What follows belongs to an exercise in optimizing a design on an open flow for small area and a short achievable clock period; a production flow would make more cautious choices. In this exercise RTL edits were held to simulation tests only and were not proved equivalent to the original. Power is estimated from default activity; no workload was simulated.

File: flow/run.sh
#!/bin/bash
# synth_recipe.tcl (not shown) runs the flow's synth.tcl, then flattens the netlist and writes it again
# the make line also repeats each setting of config.mk as NAME=value (left out here)
make -C /OpenROAD-flow-scripts/flow DESIGN_CONFIG=/design/flow/config.mk WORK_HOME=/design/flow/orfs CLKGATE_MAP_FILE= SYNTH_SCRIPT=/design/flow/synth_recipe.tcl finish
File: flow/config.mk
export PLATFORM = sky130hd
export DESIGN_NAME = noc_mesh
export DESIGN_NICKNAME = noc_mesh
export VERILOG_FILES = /design/flow/design.v
export SDC_FILE = /design/flow/constraint.sdc
export NUM_CORES = 8
export LEC_CHECK = 0
export CAP_MARGIN = 20
export CORE_MARGIN = 2
export CORE_UTILIZATION = 60
export CTS_CLUSTER_DIAMETER = 100
export CTS_CLUSTER_SIZE = 20
export PLACE_DENSITY = 0.65
export SETUP_SLACK_MARGIN = 2.8
export SLEW_MARGIN = 20
File: flow/constraint.sdc
create_clock -name core_clock -period 6.0 [get_ports {clk}]
set_input_delay 1.2000 -clock core_clock [delete_from_list [all_inputs] [get_ports {clk}]]
set_output_delay 1.2000 -clock core_clock [all_outputs]
set_load 0.01 [all_outputs]
File: flow/design.v
`default_nettype none
module port_arbiter #(
    parameter [3:0] MASK = 4'b1111
) (
    input  wire       clk,
    input  wire       reset,
    input  wire [3:0] request,
    input  wire       advance,
    output reg  [3:0] grant
);
    localparam integer NREQ = MASK[0] + MASK[1] + MASK[2] + MASK[3];
    localparam integer LO   = MASK[0] ? 0 : (MASK[1] ? 1 : (MASK[2] ? 2 : 3));
    localparam integer HI   = MASK[3] ? 3 : (MASK[2] ? 2 : (MASK[1] ? 1 : 0));
    wire [3:0] req = request & MASK;
    generate
        if (NREQ <= 1) begin : g_one
            always @(*) grant = req;
        end else if (NREQ == 2) begin : g_two
            reg hi_first;
            always @(*) begin
                grant = 4'b0000;
                grant[LO] = req[LO] && (!hi_first || !req[HI]);
                grant[HI] = req[HI] && (hi_first || !req[LO]);
            end
            always @(posedge clk) begin
                if (reset)
                    hi_first <= 1'b0;
                else if (advance && (req[LO] || req[HI]))
                    hi_first <= grant[LO];
            end
        end else begin : g_many
            reg  [1:0] ptr;
            wire [3:0] p = {ptr == 2'd3, ptr == 2'd2, ptr == 2'd1, ptr == 2'd0};
            genvar gi, gj;
            for (gi = 0; gi < 4; gi = gi + 1) begin : g_gnt
                wire [3:0] blocked;
                for (gj = 0; gj < 4; gj = gj + 1) begin : g_blk
                    if (gj == gi) begin : g_self
                        assign blocked[gj] = 1'b0;
                    end else begin : g_other
                        wire [3:0] span;
                        genvar gk;
                        for (gk = 0; gk < 4; gk = gk + 1) begin : g_span
                            assign span[gk] = (((gk - gi - 1) & 3) <= ((gj - gi - 1) & 3)) && p[gk];
                        end
                        assign blocked[gj] = req[gj] && |span;
                    end
                end
                always @(*) grant[gi] = req[gi] && !(|blocked);
            end
            always @(posedge clk) begin
                if (reset)
                    ptr <= 2'd0;
                else if (advance && |req)
                    ptr <= {grant[1] || grant[2], grant[0] || grant[2]};
            end
        end
    endgenerate
endmodule
`default_nettype wire
`default_nettype none
module flit_deserializer (
    input  wire        clk,
    input  wire        reset,
    input  wire [6:0]  serial_in,
    output wire [66:0] flit_out
);
    wire       in_valid  = serial_in[6];
    wire [1:0] in_vc     = serial_in[5:4];
    wire [3:0] in_nibble = serial_in[3:0];
    reg  [3:0]  count;
    wire        last_nibble;
    reg         valid_q;
    reg  [63:0] shift_q;
    reg  [1:0]  vc_q;
    assign last_nibble = (count == 4'd15);
    always @(posedge clk) begin
        if (reset) begin
            count   <= 4'd0;
            valid_q <= 1'b0;
        end else begin
            valid_q <= in_valid && last_nibble;
            if (in_valid)
                count <= count + 4'd1;
        end
    end
    always @(posedge clk) begin
        if (in_valid) begin
            shift_q <= {shift_q[59:0], in_nibble};
            if (last_nibble)
                vc_q <= in_vc;
        end
    end
    assign flit_out = {valid_q, vc_q, shift_q};
endmodule
`default_nettype wire
`default_nettype none
module flit_serializer (
    input  wire        clk,
    input  wire        reset,
    input  wire [66:0] flit_in,
    output wire        full,
    output wire [6:0]  serial_out
);
    reg         busy;
    wire        accept;
    reg  [3:0]  count;
    reg  [63:0] shift_q;
    reg  [1:0]  vc_q;
    assign accept = flit_in[66] && !busy;
    always @(posedge clk) begin
        if (reset) begin
            busy  <= 1'b0;
            count <= 4'd0;
        end else if (accept) begin
            busy  <= 1'b1;
            count <= 4'd0;
        end else if (busy) begin
            count <= count + 4'd1;
            if (count == 4'd15)
                busy <= 1'b0;
        end
    end
    always @(posedge clk) begin
        shift_q <= (flit_in[63:0] & {64{accept}}) | ({shift_q[59:0], 4'd0} & {64{busy}});
    end
    always @(posedge clk) begin
        vc_q <= (flit_in[65:64] & {2{accept}}) | (vc_q & {2{busy}});
    end
    assign full       = busy;
    assign serial_out = {busy, vc_q, shift_q[63:60]};
endmodule
`default_nettype wire
`default_nettype none
module mesh_router #(
    parameter ROUTER_X     = 1,
    parameter ROUTER_Y     = 1,
    parameter BUFFER_DEPTH = 2
) (
    input  wire         clk,
    input  wire         reset,
    input  wire [267:0] in_link,
    output wire [3:0]   in_full,
    output wire [267:0] out_link,
    input  wire [3:0]   out_full
);
    localparam MESH_DIM = 3;
    localparam [3:0] EDGE_IN = {ROUTER_X == 1, ROUTER_Y == 1, ROUTER_X == MESH_DIM, ROUTER_Y == MESH_DIM};
    function automatic [3:0] can_go(input integer i);
        begin
            if (EDGE_IN[i])
                can_go = 4'b1111;
            else if (i == 0 || i == 2)
                can_go = {ROUTER_X == 1, 1'b1, ROUTER_X == MESH_DIM, 1'b1};
            else if (i == 3)
                can_go = 4'b0111;
            else
                can_go = 4'b1101;
        end
    endfunction
    function automatic [3:0] can_come(input integer d);
        integer k;
        begin
            for (k = 0; k < 4; k = k + 1)
                can_come[k] = can_go(k) >> d;
        end
    endfunction
    function automatic [1:0] route(input [2:0] dest_x, input [2:0] dest_y);
        reg [2:0] cx;
        reg [2:0] cy;
        begin
            cx = dest_x;
            cy = dest_y;
            if (cx < 3'd1)
                cx = 3'd1;
            if (cx > MESH_DIM)
                cx = MESH_DIM;
            if (cy < 3'd1)
                cy = 3'd1;
            if (cy > MESH_DIM)
                cy = MESH_DIM;
            if (cx > ROUTER_X)
                route = 2'd1;
            else if (cx < ROUTER_X)
                route = 2'd3;
            else if (cy > ROUTER_Y)
                route = 2'd0;
            else if (cy < ROUTER_Y)
                route = 2'd2;
            else if (dest_x == 3'd0)
                route = 2'd3;
            else if (dest_x == MESH_DIM + 1)
                route = 2'd1;
            else if (dest_y == 3'd0)
                route = 2'd2;
            else
                route = 2'd0;
        end
    endfunction
    wire [65:0] head [0:3];
    wire [3:0]  head_valid;
    wire [3:0]  pop;
    wire [3:0]  ready;
    wire [3:0]  request [0:3];
    wire [3:0]  grant   [0:3];
    genvar i;
    generate
        for (i = 0; i < 4; i = i + 1) begin : g_in
            reg  [65:0] e0;
            reg  [65:0] e1;
            reg         v0;
            reg         v1;
            reg         nv1;      
            wire        push;
            wire [65:0] din = in_link[i*67 +: 66];
            wire [1:0]  dir = route(e0[63:61], e0[60:58]);
            assign in_full[i]    = v1;
            assign push          = in_link[i*67+66] && !v1;
            assign head[i]       = e0;
            assign head_valid[i] = v0;
            always @(posedge clk) begin
                if (reset) begin
                    v0  <= 1'b0;
                    v1  <= 1'b0;
                    nv1 <= 1'b1;
                end else begin
                    v0  <= (v0 && !pop[i]) || v1 || push;
                    v1  <= (v1 && !pop[i]) || (v0 && !pop[i] && push);
                    nv1 <= !((v1 && !pop[i]) || (v0 && !pop[i] && push));
                end
            end
            wire [65:0] e1_next = (e1 & {66{v1}}) | (din & {66{nv1}});
            always @(posedge clk) begin
                if (!v0 || pop[i])
                    e0 <= e1_next;
            end
            always @(posedge clk) begin
                e1 <= e1_next;
            end
            genvar o;
            for (o = 0; o < 4; o = o + 1) begin : g_req
                assign request[o][i] = v0 && (dir == o) && ((can_go(i) >> o) & 1);
            end
            assign pop[i] = (grant[0][i] && ready[0]) || (grant[1][i] && ready[1]) ||
                            (grant[2][i] && ready[2]) || (grant[3][i] && ready[3]);
        end
    endgenerate
    genvar d;
    generate
        for (d = 0; d < 4; d = d + 1) begin : g_out
            reg  [65:0] pick;
            reg         valid_q;
            reg  [65:0] flit_q;
            integer     k;
            assign ready[d] = !valid_q || !out_full[d];
            port_arbiter #(.MASK(can_come(d))) arb_inst (
                .clk     (clk),
                .reset   (reset),
                .request (request[d]),
                .advance (ready[d]),
                .grant   (grant[d])
            );
            always @(*) begin
                pick = flit_q & {66{!ready[d]}};
                for (k = 0; k < 4; k = k + 1)
                    pick = pick | (head[k] & {66{grant[d][k] && ready[d]}});
            end
            always @(posedge clk) begin
                if (reset)
                    valid_q <= 1'b0;
                else if (ready[d])
                    valid_q <= |grant[d];
            end
            always @(posedge clk) begin
                flit_q <= pick;
            end
            assign out_link[d*67 +: 67] = {valid_q, flit_q};
        end
    endgenerate
endmodule
`default_nettype wire
`default_nettype none
module mesh_edge_side (
    input  wire         clk,
    input  wire         reset,
    input  wire [6:0]   serial_in,
    input  wire [1:0]   sel,
    output wire [6:0]   serial_out,
    output wire [200:0] to_mesh,
    input  wire [200:0] from_mesh,
    output wire [2:0]   from_mesh_full
);
    wire [6:0] ser_out [0:2];
    genvar p;
    generate
        for (p = 0; p < 3; p = p + 1) begin : g_port
            wire [6:0] port_in = {serial_in[6] && (sel == p), serial_in[5:0]};
            flit_deserializer deser_inst (
                .clk       (clk),
                .reset     (reset),
                .serial_in (port_in),
                .flit_out  (to_mesh[p*67 +: 67])
            );
            flit_serializer ser_inst (
                .clk        (clk),
                .reset      (reset),
                .flit_in    (from_mesh[p*67 +: 67]),
                .full       (from_mesh_full[p]),
                .serial_out (ser_out[p])
            );
        end
    endgenerate
    wire       s0 = (sel == 2'd0);
    wire       s1 = (sel == 2'd1);
    wire       s2 = (sel == 2'd2);
    wire [5:0] data = (ser_out[0][5:0] & {6{s0}}) | (ser_out[1][5:0] & {6{s1}}) |
                      (ser_out[2][5:0] & {6{sel[1]}});
    wire       vld  = (ser_out[0][6] && s0) || (ser_out[1][6] && s1) || (ser_out[2][6] && s2);
    assign serial_out = {vld, data};
endmodule
`default_nettype wire
`default_nettype none
module noc_mesh (
    input  wire       clk,
    input  wire       reset,
    input  wire [6:0] west_in,
    input  wire [6:0] south_in,
    input  wire [6:0] east_in,
    input  wire [6:0] north_in,
    input  wire [1:0] west_sel,
    input  wire [1:0] south_sel,
    input  wire [1:0] east_sel,
    input  wire [1:0] north_sel,
    output wire [6:0] west_out,
    output wire [6:0] south_out,
    output wire [6:0] east_out,
    output wire [6:0] north_out
);
    localparam MESH_DIM = 3;
    localparam ROUTER_BUFFER_DEPTH = 2;
    wire [6:0] side_in  [0:3];
    wire [1:0] side_sel [0:3];
    wire [6:0] side_out [0:3];
    wire [200:0] side_to_mesh   [0:3];
    wire [200:0] side_from_mesh [0:3];
    wire [2:0]   side_full      [0:3];
    wire [267:0] r_in       [0:8];
    wire [267:0] r_out      [0:8];
    wire [3:0]   r_in_full  [0:8];
    wire [3:0]   r_out_full [0:8];
    assign side_in[0]  = north_in;
    assign side_in[1]  = east_in;
    assign side_in[2]  = south_in;
    assign side_in[3]  = west_in;
    assign side_sel[0] = north_sel;
    assign side_sel[1] = east_sel;
    assign side_sel[2] = south_sel;
    assign side_sel[3] = west_sel;
    assign north_out = side_out[0];
    assign east_out  = side_out[1];
    assign south_out = side_out[2];
    assign west_out  = side_out[3];
    genvar gs, gx, gy, gd;
    generate
        for (gs = 0; gs < 4; gs = gs + 1) begin : g_side
            mesh_edge_side side_inst (
                .clk            (clk),
                .reset          (reset),
                .serial_in      (side_in[gs]),
                .sel            (side_sel[gs]),
                .serial_out     (side_out[gs]),
                .to_mesh        (side_to_mesh[gs]),
                .from_mesh      (side_from_mesh[gs]),
                .from_mesh_full (side_full[gs])
            );
        end
        for (gx = 0; gx < MESH_DIM; gx = gx + 1) begin : g_col
            for (gy = 0; gy < MESH_DIM; gy = gy + 1) begin : g_row
                mesh_router #(
                    .ROUTER_X     (gx + 1),
                    .ROUTER_Y     (gy + 1),
                    .BUFFER_DEPTH (ROUTER_BUFFER_DEPTH)
                ) router_inst (
                    .clk      (clk),
                    .reset    (reset),
                    .in_link  (r_in[gx*3+gy]),
                    .in_full  (r_in_full[gx*3+gy]),
                    .out_link (r_out[gx*3+gy]),
                    .out_full (r_out_full[gx*3+gy])
                );
                for (gd = 0; gd < 4; gd = gd + 1) begin : g_dir
                    localparam integer NX = gx + (gd == 1) - (gd == 3);
                    localparam integer NY = gy + (gd == 0) - (gd == 2);
                    localparam integer PORT = (gd == 0 || gd == 2) ? gx : gy;
                    if (NX < 0 || NX >= MESH_DIM || NY < 0 || NY >= MESH_DIM) begin : g_edge
                        assign r_in[gx*3+gy][gd*67 +: 67]          = side_to_mesh[gd][PORT*67 +: 67];
                        assign side_from_mesh[gd][PORT*67 +: 67]   = r_out[gx*3+gy][gd*67 +: 67];
                        assign r_out_full[gx*3+gy][gd]             = side_full[gd][PORT];
                    end else begin : g_link
                        assign r_in[gx*3+gy][gd*67 +: 67] = r_out[NX*3+NY][(gd ^ 2)*67 +: 67];
                        assign r_out_full[gx*3+gy][gd]    = r_in_full[NX*3+NY][gd ^ 2];
                    end
                end
            end
        end
    endgenerate
endmodule
`default_nettype wire
==> results of run 1 <==
[final cells by class]
cell class,instances,area [um^2],area share (%)
multi-input cells,11300,85800,26.1
clock inverters,50,684,0.208
flip-flops and latches,9032,213000,64.6
repair buffers,464,4300,1.31
inverters,620,2330,0.708
clock buffers,894,14800,4.49
diodes,42,105,0.0319
well taps,6732,8420,2.56
[report_power, final]
part	internal [uW]	switching, uW
registers	63300	418
clock network	17100	20300
logic	134	289
[per-stage QoR]
stage | instance area, um^2 | utilization (%) | total power [uW] | hold WS (ps)
floorplan | 306000 | - | 65100 | 417
global placement | 311000 | 61.3 | 65500 | 429
detailed placement | 311000 | 61.3 | 65500 | 434
CTS | 328000 | 64.6 | 102000 | 425
global route | 329000 | 64.7 | 104000 | 443
finish | 329000 | 64.8 | 102000 | 432
[worst paths after layout]
path	end	depth (start not counted)	from
worst max-delay path	g_col[1].g_row[2].router_inst.g_in[1].v1	5	g_col[1].g_row[2].router_inst.g_in[1].v0
worst min-delay path	g_side[3].side_inst.g_port[2].ser_inst.shift_q[3]	1	g_col[0].g_row[2].router_inst.g_out[3].flit_q[3]
worst max register to register	g_col[1].g_row[2].router_inst.g_in[1].v1	5	g_col[1].g_row[2].router_inst.g_in[1].v0
worst min register to register	g_side[3].side_inst.g_port[2].ser_inst.shift_q[3]	1	g_col[0].g_row[2].router_inst.g_out[3].flit_q[3]
[sequential cells by signal (all words and copies together), names as in the netlist, named ones only]
signal	cells
g_col.g_row.router_inst.g_out.valid_q	36
g_col.g_row.router_inst.g_out.arb_inst.genblk1.g_many.ptr	48
g_side.side_inst.g_port.deser_inst.count	48
g_side.side_inst.g_port.ser_inst.count	48
g_side.side_inst.g_port.deser_inst.vc_q	24
g_col.g_row.router_inst.g_in.e1	2376
g_side.side_inst.g_port.deser_inst.valid_q	12
g_col.g_row.router_inst.g_out.flit_q	2376
g_col.g_row.router_inst.g_in.v0	36
g_col.g_row.router_inst.g_in.v1	36
g_side.side_inst.g_port.ser_inst.shift_q	768
g_col.g_row.router_inst.g_in.e0	2376
g_side.side_inst.g_port.deser_inst.shift_q	768
g_col.g_row.router_inst.g_in.nv1	36
g_side.side_inst.g_port.ser_inst.vc_q	24
g_side.side_inst.g_port.ser_inst.busy	12
[worst max-delay path: cells and delay by family, from the launching register on]
| family | cells | cell delay [ps] |
|---|---|---|
| and+or+nand+nor | 4 | 1710 |
| DFF | 1 | 520 |
| buffers and inverters | 1 | 920 |
[Yosys cell counts, drive strengths merged (25+ instances only)]
| cell type | n |
|---|---|
| a211oi | 57 |
| a21o | 27 |
| a21oi | 187 |
| a221oi | 117 |
| a222oi | 1619 |
| a22o | 3383 |
| a22oi | 1418 |
| a31oi | 25 |
| a32oi | 46 |
| and2 | 124 |
| and3 | 243 |
| and4 | 33 |
| buf | 374 |
| clkbuf | 1566 |
| dfxtp | 5864 |
| edfxtp | 3168 |
| ha | 168 |
| inv | 620 |
| mux2i | 52 |
| nand2 | 1653 |
| nand3 | 626 |
| nand4 | 208 |
| nor2 | 313 |
| nor3 | 109 |
| nor3b | 47 |
| nor4 | 46 |
| o21a | 26 |
| o21ai | 293 |
| or3 | 41 |
| xor2 | 36 |
[kinds of logic (layout without fill, tap and decap cells)]
group | count (synthesis) | in the layout | share of synthesized area [%]
adders and majority gates | 168 | 168 | 0.687
AOI/OAI and AO/OA | 7379 | 7385 | 20.6
other | 0 | 42 | 0
DFF | 9032 | 9032 | 69.5
muxes | 55 | 55 | 0.181
xor gates and xnor gates | 60 | 60 | 0.172
buffers and inverters | 2560 | 2028 | 3.20
and+or+nand+nor | 3617 | 3649 | 5.71
[layer usage]
metal  part of all wire (%)  up-vias  GRT usage, %  wire, um
met5                  0.034        -         0.203       381
met4                    8.2       38          27.1     92500
met3                     14     2745          13.6    162000
met2                     40    16200          57.1    452000
met1                     37   105000          57.3    419000
li1                       -    88300             -         -
[what timing repair did]
action / in CTS / in global routing
endpoints found under the setup margin: 2780 / 2198
pin swaps: 30 / 19
gates cloned: 35 / 9
setup buffers: 24 / 29
resized for setup: 392 / 116
==> results_dict.tcl, run 1 <==
set metrics [dict create \
    status "complete, no violations" \
    root_buffer "clkbuf_16" \
    cp.required_ps 7000 \
    antenna_found_initial 67 \
    max-cap-violations 0 \
    setup_viol 0 \
    cp_data_arrival_time_ps 4330 \
    nFillCells 37600 \
    ant_nets 0 \
    htree_levels 6 \
    core_mm2 0.508 \
    async_reset_ff_share_pct 0 \
    critPathKind "reg -> reg" \
    synthTopCellsByArea "dfxtp_1, edfxtp_1, a22o_1" \
    layout.cells.non_filler 29200 \
    fin_ws_ps 2660 \
    drive_above_1_share_pct 6.79 \
    ys_types 100 \
    post-route-period-util_pct 55.6 \
    slew_headroom_pct 15.5 \
    fin_setup_tns_ps 0 \
    cpPeakStageDelay_ps 920 \
    viasPerCell 7.29 \
    yosysSeqAreaShare_pct 69.5 \
    crit_slowest_cell "buf_4" \
    num_vias 212000 \
    io_pins 66 \
    grt_pass1_wl_um 1540000 \
    row_count 262 \
    dieWidth_um 718 \
    numPortBuffers 65 \
    fmax_mhz 300 \
    most-common-layout-cells "dfxtp_1, a22o_1, edfxtp_1" \
    start_kind "flip-flop" \
    clkLatencyLatePin_ps 1130 \
    routabilityCongestion 0.978 \
    grt-ovfl-total 0 \
    syn_inst 22900 \
    hpwl_um 746000 \
    dp.cells 28100 \
    place_ws_ps 1710 \
    post-route-drc-count 0 \
    track_usage_pct 41.9 \
    yosysTopAreaCell "dfxtp_1" \
    grt_pass1_vias 193000 \
    syn_area_per_cell_um2 13.4 \
    hold_viol_final 0 \
    nets 22200 \
    syn_area_mm2 0.306 \
    crit_chain "or3b_2 -> nor3_2 -> buf_4 -> nor3_1 -> and2_1" \
    skew_ps 53.5 \
    wirelength_um 1130000 \
    synth_ff_type "dfxtp_1" \
    min_path_type "reg -> reg" \
    rrSetupSlack_ps 2660 \
    clk_path_buf_depth 4 \
    rsz0062_at_grt "yes" \
    initialDrtViolationCount 47100 \
    area_delta_synth_final_pct 7.63 \
    tritoncts "done" \
    endpoint_kind "flip-flop" \
    numCtsBuffers 522 \
    synth-edff-count 3168 \
    clk_pin_slew_ps 80 \
    synth.net_count 23100 \
    die_area_mm2 0.516 \
    die_y_um 718 \
    cts_sinks 9032 \
    grt_max_degree 77 \
    synth-seq-cells 9032 \
    slew_viol_final 0 \
    drt-wirelength-per-cell_um 38.6 \
    final_period_minus_worst_setup_slack_ps 3340 \
    cts-hold-fix-buffers 0 \
    yosys_warnings 20 \
    vdd_drop_max_v 0.000400 \
    start_util_pct 60.2 \
    mostFrequentLayoutCell "dfxtp_1" \
    worst_pin_slew_ps 1270 \
    crit_fanout 65 \
    drt_first_pass_iters 17 \
    synth_top_area_share_pct 38.4 \
    power_leakage_uw 0.130 \
    power_density_mw_per_mm2 308 \
]
==> run 2, diff against run 1 <==
--- a/flow/design.v
+++ b/flow/design.v
@@ -105,8 +105,7 @@
     reg         busy;
     wire        accept;
     reg  [3:0]  count;
-    reg  [63:0] shift_q;
-    reg  [1:0]  vc_q;
+    reg  [59:0] shift_q;
     assign accept = flit_in[66] && !busy;
     always @(posedge clk) begin
         if (reset) begin
@@ -121,14 +120,24 @@
                 busy <= 1'b0;
         end
     end
+    reg  [3:0]  top_n;
+    reg  [1:0]  vc_n;
     always @(posedge clk) begin
-        shift_q <= (flit_in[63:0] & {64{accept}}) | ({shift_q[59:0], 4'd0} & {64{busy}});
+        shift_q[59:0] <= (flit_in[59:0] & {60{accept}}) | ({shift_q[55:0], 4'd0} & {60{busy}});
+        top_n         <= ~((flit_in[63:60] & {4{accept}}) | (shift_q[59:56] & {4{busy}}));
     end
     always @(posedge clk) begin
-        vc_q <= (flit_in[65:64] & {2{accept}}) | (vc_q & {2{busy}});
+        vc_n <= ~((flit_in[65:64] & {2{accept}}) | (~vc_n & {2{busy}}));
+    end
+    reg         busy_pin;
+    always @(posedge clk) begin
+        if (reset)
+            busy_pin <= 1'b0;
+        else
+            busy_pin <= accept || (busy_pin && count != 4'd15);
     end
     assign full       = busy;
-    assign serial_out = {busy, vc_q, shift_q[63:60]};
+    assign serial_out = {busy_pin, vc_n, top_n};
 endmodule
 `default_nettype wire
 `default_nettype none
@@ -208,12 +217,12 @@
         for (i = 0; i < 4; i = i + 1) begin : g_in
             reg  [65:0] e0;
             reg  [65:0] e1;
+            reg  [1:0]  dir;      
             reg         v0;
             reg         v1;
             reg         nv1;      
             wire        push;
             wire [65:0] din = in_link[i*67 +: 66];
-            wire [1:0]  dir = route(e0[63:61], e0[60:58]);
             assign in_full[i]    = v1;
             assign push          = in_link[i*67+66] && !v1;
             assign head[i]       = e0;
@@ -231,8 +240,10 @@
             end
             wire [65:0] e1_next = (e1 & {66{v1}}) | (din & {66{nv1}});
             always @(posedge clk) begin
-                if (!v0 || pop[i])
-                    e0 <= e1_next;
+                if (!v0 || pop[i]) begin
+                    e0  <= e1_next;
+                    dir <= route(e1_next[63:61], e1_next[60:58]);
+                end
             end
             always @(posedge clk) begin
                 e1 <= e1_next;
@@ -313,8 +324,8 @@
     wire       s0 = (sel == 2'd0);
     wire       s1 = (sel == 2'd1);
     wire       s2 = (sel == 2'd2);
-    wire [5:0] data = (ser_out[0][5:0] & {6{s0}}) | (ser_out[1][5:0] & {6{s1}}) |
-                      (ser_out[2][5:0] & {6{sel[1]}});
+    wire [5:0] data = ~((ser_out[0][5:0] & {6{s0}}) | (ser_out[1][5:0] & {6{s1}}) |
+                        (ser_out[2][5:0] & {6{sel[1]}}));
     wire       vld  = (ser_out[0][6] && s0) || (ser_out[1][6] && s1) || (ser_out[2][6] && s2);
     assign serial_out = {vld, data};
 endmodule
--- a/flow/config.mk
+++ b/flow/config.mk
@@ -11,5 +11,5 @@
 export CTS_CLUSTER_DIAMETER = 100
 export CTS_CLUSTER_SIZE = 20
 export PLACE_DENSITY = 0.65
-export SETUP_SLACK_MARGIN = 2.8
+export SETUP_SLACK_MARGIN = 3.0
 export SLEW_MARGIN = 20
==> run 2 against run 1 <==
Net effect:
- cell area grew 1.3%
- sequential share of layout area shrank 0.11 points
- non-clock buffer count shrank 12
- highest routed layer unchanged
- still clean
- critical endpoint is now g_col[1].g_row[1].router_inst.g_in[1].e0[1]
- register-to-register slack gained 100 ps
- largest power group unchanged
==> results_dict.tcl, run 2 <==
set metrics [dict create \
    synthTopCellsByArea "dfxtp_1, edfxtp_1, a22o_1" \
    synth-seq-cells 9116 \
    critPathKind "reg -> reg" \
    antenna_found_initial 88 \
    p_total_uw 102000 \
    num_vias 215000 \
    cpPeakStageDelay_ps 1100 \
    final_period_minus_worst_setup_slack_ps 3230 \
    nets 22700 \
    setup_viol 0 \
    initialDrtViolationCount 44300 \
    p_sw_share_pct 20.6 \
    seqPwrFrac_pct 62.9 \
    core_mm2 0.516 \
    async_reset_ff_share_pct 0 \
    fmax_mhz 309 \
    syn_area_per_cell_um2 13.3 \
    synth_top_area_share_pct 37.9 \
    root_buffer "clkbuf_16" \
    synth_ff_type "dfxtp_1" \
    ant_nets 0 \
    cp_data_arrival_time_ps 3980 \
    row_count 264 \
    yosys_warnings 20 \
    synth-edff-count 3240 \
    yosysSeqAreaShare_pct 69.3 \
    start_util_pct 60.1 \
    min_path_type "reg -> reg" \
    vdd_drop_max_v 0.000306 \
    post-route-drc-count 0 \
    path_buf_inv 1 \
    power.switching_uw 21000 \
    tritoncts "done" \
    syn_area_mm2 0.310 \
    layout.cells.non_filler 29800 \
    power_density_mw_per_mm2 307 \
    p_clk_share_pct 36.6 \
    multi_input_area_mm2 0.0875 \
    power_leakage_uw 0.131 \
    worst_pin_slew_ps 1240 \
    track_usage_pct 41.9 \
    routabilityCongestion 1.01 \
    yosys-top-cells-count "dfxtp_1, a22o_1, edfxtp_1" \
    crit_fanout 71 \
    dieWidth_um 723 \
    yosysMostFrequentCell "dfxtp_1" \
    htree_levels 6 \
    drt-wirelength-per-cell_um 38.3 \
    clk_path_buf_depth 4 \
    regArea_mm2 0.215 \
    crit_chain "nor3b_4 -> a21o_1 -> nor3_2 -> clkbuf_8 -> or4b_2" \
    skew_ps 60.6 \
    syn_inst 23300 \
    grt-ovfl-total 0 \
    cp.required_ps 6750 \
    area_delta_synth_final_pct 7.50 \
    viasPerCell 7.21 \
    max-cap-violations 0 \
    combPwrFrac_pct 0.4 \
    die_area_mm2 0.523 \
    p_int_uw 81200 \
    fin_setup_tns_ps 0 \
    yosysTopAreaCell "dfxtp_1" \
    cp_top_family "simple AND/OR/NAND/NOR gates" \
    drt_first_pass_iters 17 \
    endpoint_kind "flip-flop" \
    slew_headroom_pct 17.1 \
    numPortBuffers 65 \
    crit_slowest_cell "or4b_2" \
    most-common-layout-cells "dfxtp_1, a22o_1, edfxtp_1" \
    nFillCells 38700 \
    grt_pass1_wl_um 1550000 \
    synth.net_count 23500 \
    grt_pass1_vias 195000 \
    post-route-period-util_pct 53.9 \
    cts_sinks 9116 \
    mostFrequentLayoutCell "dfxtp_1" \
    ys_types 99 \
    io_pins 66 \
    hpwl_um 754000 \
    hold_viol_final 0 \
    status "complete, no violations" \
    numCtsBuffers 526 \
    reg_top3 "g_col.g_row.router_inst.g_in.e0 x2376, g_col.g_row.router_inst.g_in.e1 x2376, g_col.g_row.router_inst.g_out.flit_q x2376" \
    clkLatencyLatePin_ps 1130 \
    wirelength_um 1140000 \
    drive_above_1_share_pct 6.58 \
    rsz0062_at_grt "yes" \
    die_y_um 723 \
    slew_viol_final 0 \
    clk_pin_slew_ps 80 \
    dp.cells 28700 \
    start_kind "flip-flop" \
    grt_max_degree 84 \
]
==> run 2: changes by cell type after synthesis, sizes merged, moves of 79 or more <==
cell,change
a22oi,+903
o21ai,-214
and3,-228
a222oi,-429
nand3,+356
nand4,-176
a32oi,+218
a22o,-95
a221oi,-115
nand2,+79
==> run 2: area by class of cell <==
type	instances	area share [%]
Inverter	648	0.741
Timing Repair Buffer	452	1.27
Clock buffer	909	4.49
Sequential cell	9116	64.5
Clock inverter	40	0.131
Antenna cell	33	0.0248
Multi-Input combinational cell	11700	26.2
Timing Repair inverter	1	0.00225
Tap cell	6916	2.59
==> run 2: routing by layer <==
metal | track usage [%] | routed length, um | part of all wire [%] | vias up
met5 | 0.231 | 333 | 0.029 | -
met4 | 28.3 | 96300 | 8.4 | 24
met3 | 11.7 | 156000 | 14 | 2730
met2 | 57.4 | 461000 | 40 | 16300
met1 | 57.9 | 427000 | 37 | 106000
li1 | - | - | - | 89600
==> run 2: worst register-to-register path, stage by stage, from the launching register on <==
cell	delay (ps)
dfxtp_1	590
nor3b_4	450
a21o_1	260
nor3_2	70
clkbuf_8	380
or4b_2	1120
==> run 2: timing repair <==
action | CTS | global route
gates cloned | 42 | 14
hold buffers | 0 | 0
gates resized for setup | 372 | 138
buffers inserted | 17 | 28
pin swaps | 30 | 23
endpoints found under the setup margin | 2677 | 2533
==> run 2: per-stage QoR <==
stage	cell area, um^2	utilization, %	hold WS [ps]	worst slack (ps)
after floorplan	311000	-	406	2090
after global placement	316000	61.2	419	1700
after CTS	333000	64.4	429	2690
final	334000	64.6	431	2770
after detailed placement	316000	61.2	426	1660
after global routing	333000	64.6	444	2710
==> run 2: worst paths after layout <==
kind                                                                    startpoint                                              end  slack [ps]  cells after the start
worst max register to register            g_col[1].g_row[1].router_inst.g_in[3].v0      g_col[1].g_row[1].router_inst.g_in[1].e0[1]        2770                      5
worst min register to register  g_side[0].side_inst.g_port[0].ser_inst.shift_q[56]  g_side[0].side_inst.g_port[0].ser_inst.top_n[0]         430                      1
worst max-delay path                      g_col[1].g_row[1].router_inst.g_in[3].v0      g_col[1].g_row[1].router_inst.g_in[1].e0[1]        2770                      5
worst min-delay path            g_side[0].side_inst.g_port[0].ser_inst.shift_q[56]  g_side[0].side_inst.g_port[0].ser_inst.top_n[0]         430                      1
==> run 2: power groups by stage <==
stage	Combinational [uW]	Clock, uW	Sequential, uW
4_1_cts	432	37700	64300
6_report	436	37500	64300
3_3_place_gp	430	0	65800
5_1_grt	464	39900	64400
2_1_floorplan	259	0	65500
3_5_place_dp	440	0	65800
==> run 2: kinds of logic (layout without fill, tap and decap cells) <==
kind of cell    count (synthesis)  count (layout)  synth area share (%)
simple gates                 3704            3752                  5.68
flops                        9116            9116                  69.3
compound gates               7618            7624                  20.7
mux                            54              54                 0.174
xor+xnor                       60              60                 0.169
fa+ha+maj                     192             192                 0.774
other cells                     0              33                     0
buf+inv                      2570            2050                  3.21
==> run 3, diff against run 2 <==
--- a/flow/config.mk
+++ b/flow/config.mk
@@ -7,9 +7,9 @@
 export LEC_CHECK = 0
 export CAP_MARGIN = 20
 export CORE_MARGIN = 2
-export CORE_UTILIZATION = 60
+export CORE_UTILIZATION = 65
 export CTS_CLUSTER_DIAMETER = 100
 export CTS_CLUSTER_SIZE = 20
-export PLACE_DENSITY = 0.65
+export PLACE_DENSITY = 0.72
 export SETUP_SLACK_MARGIN = 3.0
 export SLEW_MARGIN = 20
==> run 3 against run 2 <==
Net effect:
- still clean on timing, DRC and antenna
- global-route usage up 3.0 points
- cell area down 0.28%
- total power up 0.18%
- register-to-register slack worse by 80 ps
- largest cell class unchanged
- highest routed layer unchanged
==> results_dict.tcl, run 3 <==
set metrics [dict create \
    grt_max_degree 110 \
    syn_area_mm2 0.310 \
    vdd_drop_max_v 0.000340 \
    nets 22600 \
    crit_slowest_cell "dfxtp_1" \
    rrSetupSlack_ps 2680 \
    crit_fanout 67 \
    max-cap-violations 0 \
    drt-wirelength-per-cell_um 38.6 \
    syn_area_per_cell_um2 13.3 \
    fin_ws_ps 2680 \
    cp.required_ps 7020 \
    crit_chain "nor3b_2 -> o41ai_1 -> a211oi_4 -> buf_6 -> nor3_1 -> and2_1" \
    yosys-top-cells-count "dfxtp_1, a22o_1, edfxtp_1" \
    yosysMostFrequentCell "dfxtp_1" \
    mostFrequentLayoutCell "dfxtp_1" \
    num_vias 218000 \
    clkLatencyLatePin_ps 1140 \
    area_delta_synth_final_pct 7.20 \
    hold_path_end "g_side[2].side_inst.g_port[1].ser_inst.shift_q[40]" \
    tritoncts "done" \
    start_kind "flip-flop" \
    initialDrtViolationCount 49500 \
    p_total_uw 102000 \
    cpPeakStageDelay_ps 690 \
    clk_path_buf_depth 4 \
    yosysSeqAreaShare_pct 69.3 \
    yosys_warnings 20 \
    timing.hold.worst_path_depth 1 \
    track_usage_pct 44.8 \
    slew_viol_final 0 \
    async_reset_ff_share_pct 0 \
    hold_viol_final 0 \
    fmax_mhz 302 \
    synth_top_area_share_pct 37.9 \
    grt_pass1_wl_um 1530000 \
    most-common-layout-cells "dfxtp_1, a22o_1, edfxtp_1" \
    power_leakage_uw 0.131 \
    synth-seq-cells 9116 \
    drt_first_pass_iters 17 \
    power_density_mw_per_mm2 308 \
    cts_sinks 9116 \
    core_mm2 0.475 \
    drive_above_1_share_pct 6.43 \
    cp_top_family "simple AND/OR/NAND/NOR gates" \
    cp_data_arrival_time_ps 4340 \
    ys_types 99 \
    syn_inst 23300 \
    final_period_minus_worst_setup_slack_ps 3320 \
    regArea_mm2 0.215 \
    rsz0062_at_grt "yes" \
    routabilityCongestion 1.00 \
    place_ws_ps 1650 \
    post-route-period-util_pct 55.3 \
    die_area_mm2 0.483 \
    wirelength_um 1130000 \
    io_pins 66 \
    die_y_um 695 \
    reg_top3 "g_col.g_row.router_inst.g_in.e0 x2376, g_col.g_row.router_inst.g_in.e1 x2376, g_col.g_row.router_inst.g_out.flit_q x2376" \
    multi_input_area_mm2 0.0874 \
    nFillCells 32900 \
    yosysTopAreaCell "dfxtp_1" \
    synth.net_count 23500 \
    synthTopCellsByArea "dfxtp_1, edfxtp_1, a22o_1" \
    start_util_pct 65.3 \
    post-route-drc-count 0 \
    viasPerCell 7.45 \
    setup_viol 0 \
    r2r_cells 6 \
    dieWidth_um 695 \
    critPathKind "reg -> reg" \
    grt-ovfl-total 0 \
    numCtsBuffers 525 \
    synth_ff_type "dfxtp_1" \
    ant_nets 0 \
    htree_levels 6 \
    worst_pin_slew_ps 1260 \
    hpwl_um 734000 \
    fin_setup_tns_ps 0 \
    slew_headroom_pct 15.7 \
    path_buf_inv 1 \
    skew_ps 45.1 \
    endpoint_kind "flip-flop" \
    status "complete, no violations" \
    grt_pass1_vias 197000 \
    reg2reg_to "g_col[1].g_row[1].router_inst.g_in[3].v1" \
    whs_ps 423 \
    hold_start "g_side[2].side_inst.g_port[1].ser_inst.shift_q[36]" \
    root_buffer "clkbuf_16" \
    r2r_start "g_col[1].g_row[1].router_inst.g_in[3].v0" \
    min_path_type "reg -> reg" \
    row_count 253 \
    clk_pin_slew_ps 90 \
    synth-edff-count 3240 \
    numPortBuffers 65 \
    antenna_found_initial 81 \
]
-- run 3: per-stage QoR --
| step | util (%) | cells | area, um^2 |
|---|---|---|---|
| global placement | 66.3 | 28200 | 315000 |
| detailed placement | 66.3 | 28200 | 315000 |
| CTS | 69.8 | 29200 | 332000 |
| finish | 70.0 | 29200 | 333000 |
| floorplan | - | 23300 | 311000 |
| global route | 70.0 | 29200 | 333000 |
-- run 3: layout make-up --
class                           count  area share, %
Antenna cell                       31         0.0233
Clock buffer                      917           4.56
Clock inverter                     31          0.119
Inverter                          648          0.737
Multi-Input combinational cell  11700           26.3
Sequential cell                  9116           64.7
Tap cell                         6375           2.40
Timing Repair Buffer              418           1.18
-- run 3: where the power goes --
group / switching, uW / leakage, uW / internal, uW / total (uW)
clock network: 20300 / 0.00741 / 17400 / 37700
registers: 443 / 0.0835 / 63900 / 64300
logic: 291 / 0.0398 / 142 / 433
total: 21000 / 0.131 / 81400 / 102000
-- run 3: metal layers --
layer / share of wire (%) / vias to the layer above / global-route usage (%)
met5: 0.030 / - / 0
met4: 9.1 / 42 / 31.8
met2: 39 / 18200 / 59.9
met1: 36 / 107000 / 61.2
met3: 15 / 3217 / 15.0
li1: - / 89400 / -
-- run 3: cell families after synthesis --
logic type / Yosys count / synth area share [%]
AOI/OAI and AO/OA: 7618 / 20.7
buffers and inverters: 2570 / 3.21
DFF: 9116 / 69.3
adders and majority gates: 192 / 0.774
and+or+nand+nor: 3704 / 5.68
xor gates and xnor gates: 60 / 0.169
muxes: 54 / 0.174
-- run 3: repair_timing --
item / in CTS / in global routing
pin swaps: 21 / 25
hold buffers: 0 / 0
setup buffers: 10 / 12
setup endpoints to repair: 2675 / 2404
gates cloned: 39 / 14
resized for setup: 377 / 133
-- run 3: how the worst max path moves through the flow --
stage,from,cells after the start,to,slack [ps]
4_1_cts,g_side[3].side_inst.g_port[0].ser_inst.top_n[1],4,west_out[1],2700
5_1_grt,g_side[3].side_inst.g_port[0].ser_inst.vc_n[0],4,west_out[4],2690
3_3_place_gp,east_sel[0],5,east_out[5],1650
2_1_floorplan,north_sel[1],3,g_side[0].side_inst.g_port[0].deser_inst.vc_q[0],2090
3_5_place_dp,east_sel[0],5,east_out[4],1650
6_report,g_col[1].g_row[1].router_inst.g_in[3].v0,6,g_col[1].g_row[1].router_inst.g_in[3].v1,2680
==> run 4, diff against run 3 <==
--- a/flow/design.v
+++ b/flow/design.v
@@ -219,6 +219,7 @@
             reg  [65:0] e1;
             reg  [1:0]  dir;      
             reg         v0;
+            reg         v0e;      
             reg         v1;
             reg         nv1;      
             wire        push;
@@ -230,17 +231,19 @@
             always @(posedge clk) begin
                 if (reset) begin
                     v0  <= 1'b0;
+                    v0e <= 1'b0;
                     v1  <= 1'b0;
                     nv1 <= 1'b1;
                 end else begin
                     v0  <= (v0 && !pop[i]) || v1 || push;
+                    v0e <= (v0e && !pop[i]) || v1 || push;
                     v1  <= (v1 && !pop[i]) || (v0 && !pop[i] && push);
                     nv1 <= !((v1 && !pop[i]) || (v0 && !pop[i] && push));
                 end
             end
             wire [65:0] e1_next = (e1 & {66{v1}}) | (din & {66{nv1}});
             always @(posedge clk) begin
-                if (!v0 || pop[i]) begin
+                if (!v0e || pop[i]) begin
                     e0  <= e1_next;
                     dir <= route(e1_next[63:61], e1_next[60:58]);
                 end
--- a/flow/config.mk
+++ b/flow/config.mk
@@ -7,9 +7,9 @@
 export LEC_CHECK = 0
 export CAP_MARGIN = 20
 export CORE_MARGIN = 2
-export CORE_UTILIZATION = 65
+export CORE_UTILIZATION = 60
 export CTS_CLUSTER_DIAMETER = 100
 export CTS_CLUSTER_SIZE = 20
-export PLACE_DENSITY = 0.72
+export PLACE_DENSITY = 0.65
 export SETUP_SLACK_MARGIN = 3.0
 export SLEW_MARGIN = 20
==> run 4 against run 3 <==
Net effect:
- critical endpoint is now west_out[3]
- critical path type is now reg -> out
- critical path depth fell by 2
- largest cell class unchanged
- clock skew rose by 2.1 ps
- largest power group unchanged
- setup slack improved by 81 ps
- still clean on timing, DRC and antenna
==> results_dict.tcl, run 4 <==
set metrics [dict create \
    area_delta_synth_final_pct 7.41 \
    post-route-period-util_pct 53.9 \
    fin_setup_tns_ps 0 \
    grt_pass1_vias 196000 \
    grt_max_degree 74 \
    syn_area_mm2 0.311 \
    hold_viol_final 0 \
    core_mm2 0.517 \
    path_buf_inv 1 \
    drt_first_pass_iters 17 \
    mostFrequentLayoutCell "dfxtp_1" \
    combPwrFrac_pct 0.4 \
    slew_headroom_pct 13.0 \
    clk_path_buf_depth 4 \
    yosys-top-cells-count "dfxtp_1, a22o_1, edfxtp_1" \
    nets 22800 \
    cts-hold-fix-buffers 0 \
    multi_input_area_mm2 0.0874 \
    seqPwrFrac_pct 62.8 \
    synth.net_count 23700 \
    most-common-layout-cells "dfxtp_1, a22o_1, edfxtp_1" \
    numCtsBuffers 527 \
    async_reset_ff_share_pct 0 \
    synth_top_area_share_pct 38.0 \
    numPortBuffers 65 \
    skew_ps 47.2 \
    fin_ws_ps 2770 \
    num_vias 216000 \
    die_y_um 724 \
    yosysSeqAreaShare_pct 69.3 \
    drive_above_1_share_pct 6.63 \
    layout.cells.non_filler 29900 \
    slew_viol_final 0 \
    fmax_mhz 309 \
    place_ws_ps 1680 \
    drt-wirelength-per-cell_um 38.4 \
    wirelength_um 1150000 \
    cp.required_ps 4800 \
    cts_sinks 9152 \
    synth-edff-count 3240 \
    p_sw_share_pct 20.6 \
    synth-seq-cells 9152 \
    initialDrtViolationCount 47200 \
    die_area_mm2 0.525 \
    antenna_found_initial 79 \
    start_kind "flip-flop" \
    clkLatencyLatePin_ps 1120 \
    row_count 264 \
    synth_ff_type "dfxtp_1" \
    track_usage_pct 41.9 \
    htree_levels 6 \
    p_int_uw 81600 \
    syn_area_per_cell_um2 13.3 \
    dp.cells 28800 \
    p_clk_share_pct 36.7 \
    yosysMostFrequentCell "dfxtp_1" \
    rsz0062_at_grt "yes" \
    yosys_warnings 20 \
    status "complete, no violations" \
    vdd_drop_max_v 0.000323 \
    crit_fanout 1 \
    post-route-drc-count 0 \
    critPathKind "reg -> out" \
    clk_pin_slew_ps 90 \
    max-cap-violations 0 \
    cp_data_arrival_time_ps 2030 \
    ys_types 98 \
    worst_pin_slew_ps 1310 \
    power_density_mw_per_mm2 307 \
    power_leakage_uw 0.131 \
    reg_top3 "g_col.g_row.router_inst.g_in.e0 x2376, g_col.g_row.router_inst.g_in.e1 x2376, g_col.g_row.router_inst.g_out.flit_q x2376" \
    routabilityCongestion 0.983 \
    grt-ovfl-total 0 \
    post-route-util_pct 64.7 \
    tritoncts "done" \
    endpoint_kind "output pin" \
    setup_viol 0 \
    power.switching_uw 21100 \
    hpwl_um 761000 \
    syn_inst 23400 \
    yosysTopAreaCell "dfxtp_1" \
    regArea_mm2 0.216 \
    min_path_type "reg -> reg" \
    dieWidth_um 724 \
    root_buffer "clkbuf_16" \
    crit_chain "mux2i_1 -> nor2_1 -> a21oi_1 -> buf_2" \
    final_period_minus_worst_setup_slack_ps 3230 \
    io_pins 66 \
    start_util_pct 60.2 \
    nFillCells 38700 \
    cp_top_family "flip-flops" \
    grt_pass1_wl_um 1560000 \
    cpPeakStageDelay_ps 400 \
    synthTopCellsByArea "dfxtp_1, edfxtp_1, a22o_1" \
    crit_slowest_cell "dfxtp_4" \
    ant_nets 0 \
    viasPerCell 7.23 \
]
[run 4: cell count changes after synthesis, moves of 35 or more]
| cell | previous run | this run |
|---|---|---|
| a222oi_1 | 1190 | 1453 |
| a32oi_1 | 264 | 198 |
| dfxtp_1 | 5876 | 5912 |
| o211ai_1 | 21 | 83 |
| nand3_1 | 982 | 1113 |
| o21ai_0 | 77 | 113 |
| nor2_1 | 323 | 282 |
| a22oi_1 | 2321 | 1863 |
| inv_1 | 647 | 720 |
| or3_1 | 19 | 54 |
[run 4: power by group through the flow]
stage / clock network (uW) / registers [uW] / logic (uW)
after floorplan: 0 / 65800 / 264
after global placement: 0 / 66000 / 448
after detailed placement: 0 / 66000 / 456
after CTS: 37900 / 64500 / 449
after global routing: 40100 / 64600 / 485
final: 37700 / 64600 / 457
[run 4: per-layer routing]
metal  global-route usage, %  up-vias  wire length (um)
li1                        -    90100                 -
met1                    57.8   107000            430000
met2                    56.5    16400            456000
met3                    12.5     2917            159000
met4                    29.6       30            102000
met5                       0        -               195
[run 4: worst paths after layout]
kind | start | to | slack, ps | cells after the start
hold / removal | g_side[1].side_inst.g_port[1].ser_inst.shift_q[57] | g_side[1].side_inst.g_port[1].ser_inst.top_n[1] | 430 | 1
setup / recovery | g_side[3].side_inst.g_port[0].ser_inst.top_n[3] | west_out[3] | 2770 | 4
hold reg to reg | g_side[1].side_inst.g_port[1].ser_inst.shift_q[57] | g_side[1].side_inst.g_port[1].ser_inst.top_n[1] | 430 | 1
setup reg to reg | g_col[2].g_row[1].router_inst.g_in[0].v1 | g_col[2].g_row[2].router_inst.g_out[2].flit_q[50] | 2890 | 6
[run 4: layout make-up]
| class | instances | area share (%) |
|---|---|---|
| antenna | 25 | 0.0187 |
| multi-input combinational | 11700 | 26.1 |
| timing repair buffer | 452 | 1.24 |
| inverter | 721 | 0.811 |
| clock inverter | 36 | 0.116 |
| sequential | 9152 | 64.6 |
| clock buffer | 906 | 4.51 |
| tap | 6916 | 2.59 |
[run 4: stage by stage]
step           cell area (um^2)  hold slack [ps]  total power (uW)
3_5_place_dp             317000              423             66500
6_report                 334000              432            103000
3_3_place_gp             317000              423             66400
5_1_grt                  334000              440            105000
2_1_floorplan            312000              406             66000
4_1_cts                  333000              423            103000
[run 4: cell families (layout without fill, tap and decap cells)]
kind of cell             count (synthesis)  count (layout)  synth area share, %
multiplexers                            52              52                0.167
other                                    0              25                    0
AND/OR/NAND/NOR                       3815            3859                 5.80
AO/OA/AOI/OAI                         7500            7507                 20.5
XOR/XNOR                                60              60                0.169
buffers and inverters                 2655            2115                 3.30
adder cells (fa/ha/maj)                192             192                0.772
flip-flops                            9152            9152                 69.3
[run 4: what timing repair did]
action,4_1_cts,5_1_grt
endpoints found under the setup margin,2538,1605
gates resized for setup,377,143
gates cloned,37,18
pin swaps,34,25
setup buffers,19,14
==> run 5, diff against run 4 <==
--- a/flow/config.mk
+++ b/flow/config.mk
@@ -11,5 +11,5 @@
 export CTS_CLUSTER_DIAMETER = 100
 export CTS_CLUSTER_SIZE = 20
 export PLACE_DENSITY = 0.65
-export SETUP_SLACK_MARGIN = 3.0
+export SETUP_SLACK_MARGIN = 3.3
 export SLEW_MARGIN = 20
==> run 5 against run 4 <==
Net effect:
- first-iteration DRC count fell by 2.4%
- total power increased by 0.17%
- largest power group unchanged
- largest cell class unchanged
- synthesized area did not move
- fmax shrank 1.3%
- worst hold slack got worse by 14 ps
- flip-flop and latch count did not move
- count of clock-buffer cells in the layout rose by 22
- final cell count up 0.66%
- core utilization up 0.71 points
==> results_dict.tcl, run 5 <==
set metrics [dict create \
    status "complete, no violations" \
    start_util_pct 60.2 \
    yosysSeqAreaShare_pct 69.3 \
    cp_data_arrival_time_ps 2080 \
    most-common-layout-cells "dfxtp_1, a22o_1, edfxtp_1" \
    async_reset_ff_share_pct 0 \
    htree_levels 6 \
    yosys_warnings 20 \
    wirelength_um 1160000 \
    yosysTopAreaCell "dfxtp_1" \
    p_int_uw 81800 \
    vdd_drop_max_v 0.000328 \
    syn_area_per_cell_um2 13.3 \
    synth.net_count 23700 \
    synth-xor-area-share_pct 0.169 \
    die_area_mm2 0.525 \
    routabilityCongestion 0.988 \
    power.switching_uw 21200 \
    num_vias 218000 \
    clk_path_buf_depth 4 \
    reg_top3 "g_col.g_row.router_inst.g_in.e0 x2376, g_col.g_row.router_inst.g_in.e1 x2376, g_col.g_row.router_inst.g_out.flit_q x2376" \
    drive_above_1_share_pct 7.81 \
    drt-wirelength-per-cell_um 38.5 \
    nets 22900 \
    synth_compound_area_share_pct 20.5 \
    synth-seq-cells 9152 \
    synth-edff-count 3240 \
    whs_ps 418 \
    post-route-period-util_pct 54.6 \
    power_density_mw_per_mm2 304 \
    finalInstanceArea_mm2 0.338 \
    initialDrtViolationCount 46100 \
    fin_setup_tns_ps 0 \
    syn_inst 23400 \
    synth_ff_type "dfxtp_1" \
    combPwrFrac_pct 0.4 \
    final_period_minus_worst_setup_slack_ps 3280 \
    start_kind "flip-flop" \
    yosysMostFrequentCell "dfxtp_1" \
    core_mm2 0.517 \
    synth_top_family_by_area "compound AO/OA/AOI/OAI gates" \
    numPortBuffers 65 \
    row_count 264 \
    mostFrequentLayoutCell "dfxtp_1" \
    placed_area_mm2 0.317 \
    synthSimpleGateAreaFrac_pct 5.80 \
    synth_top_area_share_pct 38.0 \
    setup_viol 0 \
    drt_first_pass_iters 17 \
    slew_headroom_pct 12.7 \
    hold_viol_final 0 \
    slew_viol_final 0 \
    cp.required_ps 4800 \
    synthMuxAreaShare_pct 0.167 \
    syn_area_mm2 0.311 \
    min_path_type "reg -> reg" \
    numCtsBuffers 528 \
    fmax_mhz 305 \
    post-route-drc-count 0 \
    grt_pass1_wl_um 1560000 \
    area_delta_synth_final_pct 8.59 \
    root_buffer "clkbuf_16" \
    critPathKind "reg -> out" \
    io_pins 66 \
    clkLatencyLatePin_ps 1180 \
    worst_pin_slew_ps 1310 \
    max-cap-violations 0 \
    clk_pin_slew_ps 90 \
    grt-ovfl-total 0 \
    synthTopCellsByArea "dfxtp_1, edfxtp_1, a22o_1" \
    p_sw_share_pct 20.6 \
    crit_fanout 2 \
    p_clk_share_pct 36.8 \
    seqPwrFrac_pct 62.7 \
    synth_adder_area_share_pct 0.772 \
    power_leakage_uw 0.133 \
    grt_max_degree 100 \
    endpoint_kind "output pin" \
    rsz0062_at_grt "yes" \
    cts_sinks 9152 \
    antenna_found_initial 92 \
    grt_pass1_vias 197000 \
    post-route-util_pct 65.4 \
    ant_nets 0 \
    hpwl_um 752000 \
    p_total_uw 103000 \
    skew_ps 45.8 \
    tritoncts "done" \
    yosys-top-cells-count "dfxtp_1, a22o_1, edfxtp_1" \
    die_y_um 724 \
    dieWidth_um 724 \
    viasPerCell 7.24 \
    ys_types 98 \
    track_usage_pct 42.2 \
]
run 5: logic make-up (layout without fill, tap and decap cells):
family | after synthesis | after routing
AO/OA/AOI/OAI | 7500 | 7509
XOR/XNOR | 60 | 60
multiplexers | 52 | 52
AND/OR/NAND/NOR | 3815 | 3875
flip-flops | 9152 | 9152
other | 0 | 23
buffers and inverters | 2655 | 2296
adder cells (fa/ha/maj) | 192 | 192
run 5: area by class of cell:
cell class                      instances  area, um^2
Fill cell                           38200      179000
Multi-Input combinational cell      11700       88300
Tap cell                             6916        8650
Clock buffer                          928       15300
Clock inverter                         28         313
Sequential cell                      9152      216000
Inverter                              721        2710
Timing Repair Buffer                  619        6870
Antenna cell                           23        57.6
run 5: final timing paths:
| check | endpoint | slack (ps) | start | cells after the start |
|---|---|---|---|---|
| hold reg to reg | g_side[1].side_inst.g_port[0].ser_inst.top_n[2] | 420 | g_side[1].side_inst.g_port[0].ser_inst.shift_q[58] | 1 |
| setup reg to reg | g_col[0].g_row[1].router_inst.g_out[0].flit_q[41] | 2920 | g_col[0].g_row[1].router_inst.g_in[3].dir[0] | 10 |
| setup / recovery | south_out[5] | 2720 | g_side[2].side_inst.g_port[0].ser_inst.vc_n[1] | 4 |
| hold / removal | g_side[1].side_inst.g_port[0].ser_inst.top_n[2] | 420 | g_side[1].side_inst.g_port[0].ser_inst.shift_q[58] | 1 |
run 5: stage by stage:
stage / setup slack [ps] / cells
6_report: 2720 / 30100
5_1_grt: 2660 / 30100
4_1_cts: 2720 / 29900
3_5_place_dp: 1660 / 28800
3_3_place_gp: 1700 / 28800
2_1_floorplan: 2090 / 23400
run 5: power groups by stage:
stage / logic [uW] / registers [uW] / clock network [uW]
after floorplan: 263 / 65800 / 0
after global placement: 446 / 66000 / 0
after detailed placement: 455 / 66000 / 0
after CTS: 449 / 64500 / 38100
after global routing: 485 / 64600 / 40300
final: 456 / 64600 / 37900
run 5: layer usage:
metal	global-route usage, %	part of all wire [%]	vias up
met5	0	0.019	-
met4	28.1	8.5	36
met3	13.6	14	2979
met2	57.6	40	16800
met1	57.5	37	107000
li1	-	-	90600
run 5: what timing repair did:
action | 4_1_cts | 5_1_grt
resized for setup | 639 | 270
setup buffers | 67 | 105
pin swaps | 69 | 64
setup endpoints to repair | 3743 | 3074
cloned | 70 | 33
hold buffers | 0 | 0
run 5: worst max-delay path, cell delays in order (launching register included):
cell	delay (ps)
dfxtp_4	390
mux2i_1	140
nor2_1	60
a21oi_1	160
buf_2	160
==> run 6, diff against run 5 <==
--- a/flow/config.mk
+++ b/flow/config.mk
@@ -10,6 +10,6 @@
 export CORE_UTILIZATION = 60
 export CTS_CLUSTER_DIAMETER = 100
 export CTS_CLUSTER_SIZE = 20
-export PLACE_DENSITY = 0.65
-export SETUP_SLACK_MARGIN = 3.3
+export PLACE_DENSITY = 0.7
+export SETUP_SLACK_MARGIN = 3.0
 export SLEW_MARGIN = 20
==> run 6 against run 5 <==
Net effect:
- still clean
- count of clock-buffer cells in the layout decreased by 17
- final cell count decreased by 0.56%
- total power decreased by 0.17%
- cell area down 1.0%
- via count decreased by 0.26%
- flip-flop and latch count is the same
- global-route usage is 0.46 points lower
- register-to-register slack about the same
- synthesized cell count did not move
- largest cell class unchanged
- highest routed layer unchanged
==> results_dict.tcl, run 6 <==
set metrics [dict create \
    status "complete, no violations" \
    min_path_type "reg -> reg" \
    syn_area_per_cell_um2 13.3 \
    synth_top_area_share_pct 38.0 \
    hold_path_end "g_side[1].side_inst.g_port[1].ser_inst.top_n[3]" \
    root_buffer "clkbuf_16" \
    critPathKind "reg -> out" \
    grt_pass1_wl_um 1550000 \
    final_period_minus_worst_setup_slack_ps 3210 \
    power_density_mw_per_mm2 307 \
    nets 22800 \
    hpwl_um 750000 \
    row_count 264 \
    post-route-period-util_pct 53.6 \
    cpPeakStageDelay_ps 410 \
    skew_ps 54.4 \
    synthTopCellsByArea "dfxtp_1, edfxtp_1, a22o_1" \
    antenna_found_initial 85 \
    critical_path_depth 4 \
    cts_sinks 9152 \
    met3_usage_pct 14.3 \
    dieWidth_um 724 \
    yosysMostFrequentCell "dfxtp_1" \
    crit_fanout 2 \
    htree_levels 6 \
    synth-seq-cells 9152 \
    vdd_drop_max_v 0.000284 \
    drive_above_1_share_pct 6.62 \
    ant_nets 0 \
    io_pins 66 \
    rrSetupSlack_ps 2910 \
    post-route-util_pct 64.7 \
    reg2reg_to "g_col[1].g_row[2].router_inst.g_in[0].e0[2]" \
    grt_max_degree 94 \
    power_leakage_uw 0.131 \
    initialDrtViolationCount 46700 \
    path_buf_inv 1 \
    grt-ovfl-total 0 \
    fin_setup_tns_ps 0 \
    slew_headroom_pct 17.5 \
    drt_first_pass_iters 17 \
    yosysSeqAreaShare_pct 69.3 \
    die_area_mm2 0.525 \
    fmax_mhz 311 \
    num_vias 217000 \
    drt-wirelength-per-cell_um 38.1 \
    mostFrequentLayoutCell "dfxtp_1" \
    slew_viol_final 0 \
    synth_ff_type "dfxtp_1" \
    post-route-drc-count 0 \
    cp_data_arrival_time_ps 2010 \
    grt_use_met1_pct 56.7 \
    routabilityCongestion 0.972 \
    r2r_cells 6 \
    die_y_um 724 \
    ys_types 98 \
    core_mm2 0.517 \
    crit_chain "mux2i_1 -> nor2_1 -> a21oi_1 -> buf_2" \
    syn_area_mm2 0.311 \
    numCtsBuffers 528 \
    async_reset_ff_share_pct 0 \
    clk_path_buf_depth 4 \
    setup_viol 0 \
    timing.hold.worst_path_depth 1 \
    yosysTopAreaCell "dfxtp_1" \
    clkLatencyLatePin_ps 1150 \
    rsz0062_at_grt "yes" \
    hold_start "g_side[1].side_inst.g_port[1].ser_inst.shift_q[59]" \
    most-common-layout-cells "dfxtp_1, a22o_1, edfxtp_1" \
    tritoncts "done" \
    dp.cells 28800 \
    grt_pass1_vias 197000 \
    track_usage_pct 41.7 \
    yosys_warnings 20 \
    numPortBuffers 65 \
    fin_ws_ps 2790 \
    wirelength_um 1140000 \
    area_delta_synth_final_pct 7.47 \
    start_util_pct 60.2 \
    viasPerCell 7.26 \
    syn_inst 23400 \
    hold_viol_final 0 \
    max-cap-violations 0 \
    cp.required_ps 4800 \
    use_met2_pct 56.1 \
    grt-busiest-layer "met1" \
    nFillCells 38500 \
    clk_pin_slew_ps 90 \
    synth-edff-count 3240 \
    layout.cells.non_filler 29900 \
    reg_top3 "g_col.g_row.router_inst.g_in.e0 x2376, g_col.g_row.router_inst.g_in.e1 x2376, g_col.g_row.router_inst.g_out.flit_q x2376" \
    yosys-top-cells-count "dfxtp_1, a22o_1, edfxtp_1" \
    r2r_start "g_col[1].g_row[2].router_inst.g_in[0].v0" \
    crit_slowest_cell "dfxtp_4" \
    synth.net_count 23700 \
    start_kind "flip-flop" \
    endpoint_kind "output pin" \
    cp_top_family "flip-flops" \
    worst_pin_slew_ps 1240 \
    place_ws_ps 1680 \
]
## run 6: routing by layer
layer  vias up  part of all wire [%]
met2     16900                    40
li1      90200                     -
met1    107000                    37
met5         -                 0.033
met4        50                   8.8
met3      3080                    15
## run 6: final cells by class
cell class,count,area (um^2),area share [%]
flip-flops and latches,9152,216000,64.5
multi-input cells,11700,87400,26.1
clock buffers,911,15100,4.50
well taps,6916,8650,2.59
repair buffers,475,4410,1.32
inverters,721,2710,0.810
clock inverters,41,433,0.129
diodes,27,67.6,0.0202
## run 6: cells by family after synthesis
family | Yosys count | share of synthesized area, %
AO/OA/AOI/OAI | 7500 | 20.5
XOR/XNOR | 60 | 0.169
adder cells (fa/ha/maj) | 192 | 0.772
buffers and inverters | 2655 | 3.30
flip-flops | 9152 | 69.3
multiplexers | 52 | 0.167
AND/OR/NAND/NOR | 3815 | 5.80
## run 6: what timing repair did
action | 4_1_cts | 5_1_grt
setup endpoints to repair | 2624 | 1899
gates cloned | 35 | 16
setup buffers | 21 | 38
hold buffers | 0 | 0
gates resized for setup | 378 | 118
pin swaps | 31 | 34
## run 6: worst max path at each step
| stage | from | to | slack [ps] |
|---|---|---|---|
| finish | g_side[0].side_inst.g_port[0].ser_inst.vc_n[0] | north_out[4] | 2790 |
| global route | g_side[0].side_inst.g_port[0].ser_inst.top_n[2] | north_out[2] | 2670 |
| CTS | g_side[3].side_inst.g_port[0].ser_inst.top_n[3] | west_out[3] | 2720 |
| detailed placement | south_sel[0] | south_out[5] | 1680 |
| global placement | north_sel[0] | north_out[0] | 1680 |
| floorplan | north_sel[1] | g_side[0].side_inst.g_port[0].deser_inst.vc_q[0] | 2090 |
## run 6: per-stage QoR
stage / hold WS (ps) / instance area (um^2) / power [uW]
floorplan: 406 / 312000 / 66000
global placement: 418 / 317000 / 66400
detailed placement: 425 / 317000 / 66500
CTS: 409 / 334000 / 103000
global route: 433 / 335000 / 105000
finish: 426 / 335000 / 103000
## run 6: where the power goes
part / leakage [uW] / total (uW) / internal (uW) / switching [uW]
Sequential: 0.0838 / 64600 / 64100 / 434
Clock: 0.00738 / 37700 / 17300 / 20400
Combinational: 0.0400 / 447 / 144 / 303
==> run 7, diff against run 6 <==
--- a/flow/config.mk
+++ b/flow/config.mk
@@ -7,9 +7,9 @@
 export LEC_CHECK = 0
 export CAP_MARGIN = 20
 export CORE_MARGIN = 2
-export CORE_UTILIZATION = 60
+export CORE_UTILIZATION = 57
 export CTS_CLUSTER_DIAMETER = 100
 export CTS_CLUSTER_SIZE = 20
-export PLACE_DENSITY = 0.7
+export PLACE_DENSITY = 0.63
 export SETUP_SLACK_MARGIN = 3.0
 export SLEW_MARGIN = 20
==> run 7 against run 6 <==
Net effect:
- critical path type unchanged
- highest routed layer unchanged
- largest cell class unchanged
- die area up 5.2%
- clock power about the same
- still clean on timing, DRC and antenna
- worst hold slack better by 10 ps
- sequential share of layout area down 0.066 points
- wire length up 2.0%
- register-to-register slack about the same
- setup slack worse by 13 ps
- flip-flop and latch count unchanged
- first-iteration DRC count down 1.9%
==> results_dict.tcl, run 7 <==
set metrics [dict create \
    status "complete, no violations" \
    grt_max_degree 73 \
    numCtsBuffers 527 \
    drt_first_pass_iters 17 \
    mostFrequentLayoutCell "dfxtp_1" \
    fin_setup_tns_ps 0 \
    most-common-layout-cells "dfxtp_1, a22o_1, edfxtp_1" \
    tritoncts "done" \
    async_reset_ff_share_pct 0 \
    rsz0062_at_grt "yes" \
    initialDrtViolationCount 45800 \
    die_y_um 743 \
    slew_viol_final 0 \
    hold_start "g_side[1].side_inst.g_port[1].ser_inst.shift_q[56]" \
    rrSetupSlack_ps 2920 \
    synth.net_count 23700 \
    fmax_mhz 310 \
    syn_area_per_cell_um2 13.3 \
    reg2reg_to "g_col[1].g_row[2].router_inst.g_in[3].e0[2]" \
    clk_pin_slew_ps 90 \
    timing.hold.worst_path_depth 1 \
    routabilityCongestion 0.959 \
    slew_headroom_pct 13.3 \
    grt-ovfl-total 0 \
    fin_ws_ps 2770 \
    cts_sinks 9152 \
    yosysMostFrequentCell "dfxtp_1" \
    vdd_drop_max_v 0.000330 \
    yosysTopAreaCell "dfxtp_1" \
    cp.required_ps 4800 \
    post-route-drc-count 0 \
    yosysSeqAreaShare_pct 69.3 \
    grt_pass1_wl_um 1570000 \
    synth-edff-count 3240 \
    post-route-period-util_pct 53.8 \
    hold_viol_final 0 \
    worst_pin_slew_ps 1300 \
    yosys-top-cells-count "dfxtp_1, a22o_1, edfxtp_1" \
    r2r_cells 5 \
    drive_above_1_share_pct 6.58 \
    min_path_type "reg -> reg" \
    wirelength_um 1160000 \
    start_util_pct 57.2 \
    die_area_mm2 0.552 \
    row_count 271 \
    yosys_warnings 20 \
    reg_top3 "g_col.g_row.router_inst.g_in.e0 x2376, g_col.g_row.router_inst.g_in.e1 x2376, g_col.g_row.router_inst.g_out.flit_q x2376" \
    start_kind "flip-flop" \
    core_mm2 0.544 \
    setup_viol 0 \
    hpwl_um 775000 \
    nets 22800 \
    synth_top_area_share_pct 38.0 \
    crit_fanout 1 \
    viasPerCell 7.12 \
    dieWidth_um 743 \
    place_ws_ps 1690 \
    htree_levels 6 \
    endpoint_kind "output pin" \
    hold_path_end "g_side[1].side_inst.g_port[1].ser_inst.top_n[0]" \
    skew_ps 40.6 \
    io_pins 66 \
    synth-seq-cells 9152 \
    syn_area_mm2 0.311 \
    synthTopCellsByArea "dfxtp_1, edfxtp_1, a22o_1" \
    critPathKind "reg -> out" \
    clk_path_buf_depth 4 \
    synth_ff_type "dfxtp_1" \
    root_buffer "clkbuf_16" \
    ant_nets 0 \
    antenna_found_initial 75 \
]
## run 7: area by class of cell
class | count | area, um^2
diodes | 16 | 40.0
clock inverters | 30 | 315
well taps | 7234 | 9050
inverters | 721 | 2710
clock buffers | 917 | 15100
flip-flops and latches | 9152 | 216000
multi-input cells | 11700 | 87300
fillers | 42100 | 209000
repair buffers | 469 | 4560
## run 7: per-stage QoR
stage | utilization (%) | area, um^2 | total power [uW] | hold slack (ps) | std cells
2_1_floorplan | - | 312000 | 66000 | 406 | 23400
3_3_place_gp | 58.3 | 317000 | 66500 | 422 | 29100
3_5_place_dp | 58.3 | 317000 | 66500 | 421 | 29100
4_1_cts | 61.4 | 334000 | 103000 | 437 | 30100
5_1_grt | 61.5 | 335000 | 105000 | 446 | 30200
6_report | 61.5 | 335000 | 103000 | 436 | 30200
## run 7: power by group
part / switching [uW] / leakage, uW / total, uW / internal [uW]
clock: 20500 / 0.00734 / 37800 / 17300
combinational: 303 / 0.0400 / 450 / 147
sequential: 433 / 0.0838 / 64600 / 64100
## run 7: cells by family after synthesis
logic type	synth area share [%]
simple gates	5.80
flops	69.3
fa+ha+maj	0.772
compound gates	20.5
xor+xnor	0.169
buf+inv	3.30
mux	0.167
## run 7: repair_timing
item	CTS	global route
endpoints found under the setup margin	2713	2085
resized for setup	365	141
hold endpoints to repair	0	0
hold buffers	0	0
setup buffers	10	31
pin swaps	24	31
cloned	34	18
## run 7: worst max path at each step
stage / startpoint / end / slack [ps]
after global routing: g_side[0].side_inst.g_port[0].ser_inst.top_n[3] / north_out[3] / 2700
final: g_side[1].side_inst.g_port[0].ser_inst.top_n[3] / east_out[3] / 2770
after CTS: g_side[3].side_inst.g_port[0].ser_inst.top_n[3] / west_out[3] / 2690
after detailed placement: south_sel[0] / south_out[3] / 1690
after global placement: south_sel[0] / south_out[0] / 1690
after floorplan: north_sel[1] / g_side[0].side_inst.g_port[0].deser_inst.vc_q[0] / 2090
## run 7: routing by layer
layer / vias up / global-route usage, % / wire length [um]
li1: 90100 / - / -
met4: 26 / 25.7 / 93100
met2: 15300 / 55.6 / 471000
met1: 107000 / 55.8 / 445000
met5: - / 0 / 180
met3: 2516 / 11.6 / 154000
## run 7: worst max-delay path, cell delays in order (launching register included)
cell     delay [ps]
dfxtp_4         400
mux2i_1         150
nor2_1           60
a21oi_1         130
buf_2           160

Check on run 7: ideal ports give 2.773 ns setup slack; a clkbuf_16 on the clock port and buf_2 on the inputs give 2.634 ns; moving port delays by the midpoint clock arrival (1.255 ns) as well gives 2.422 ns.
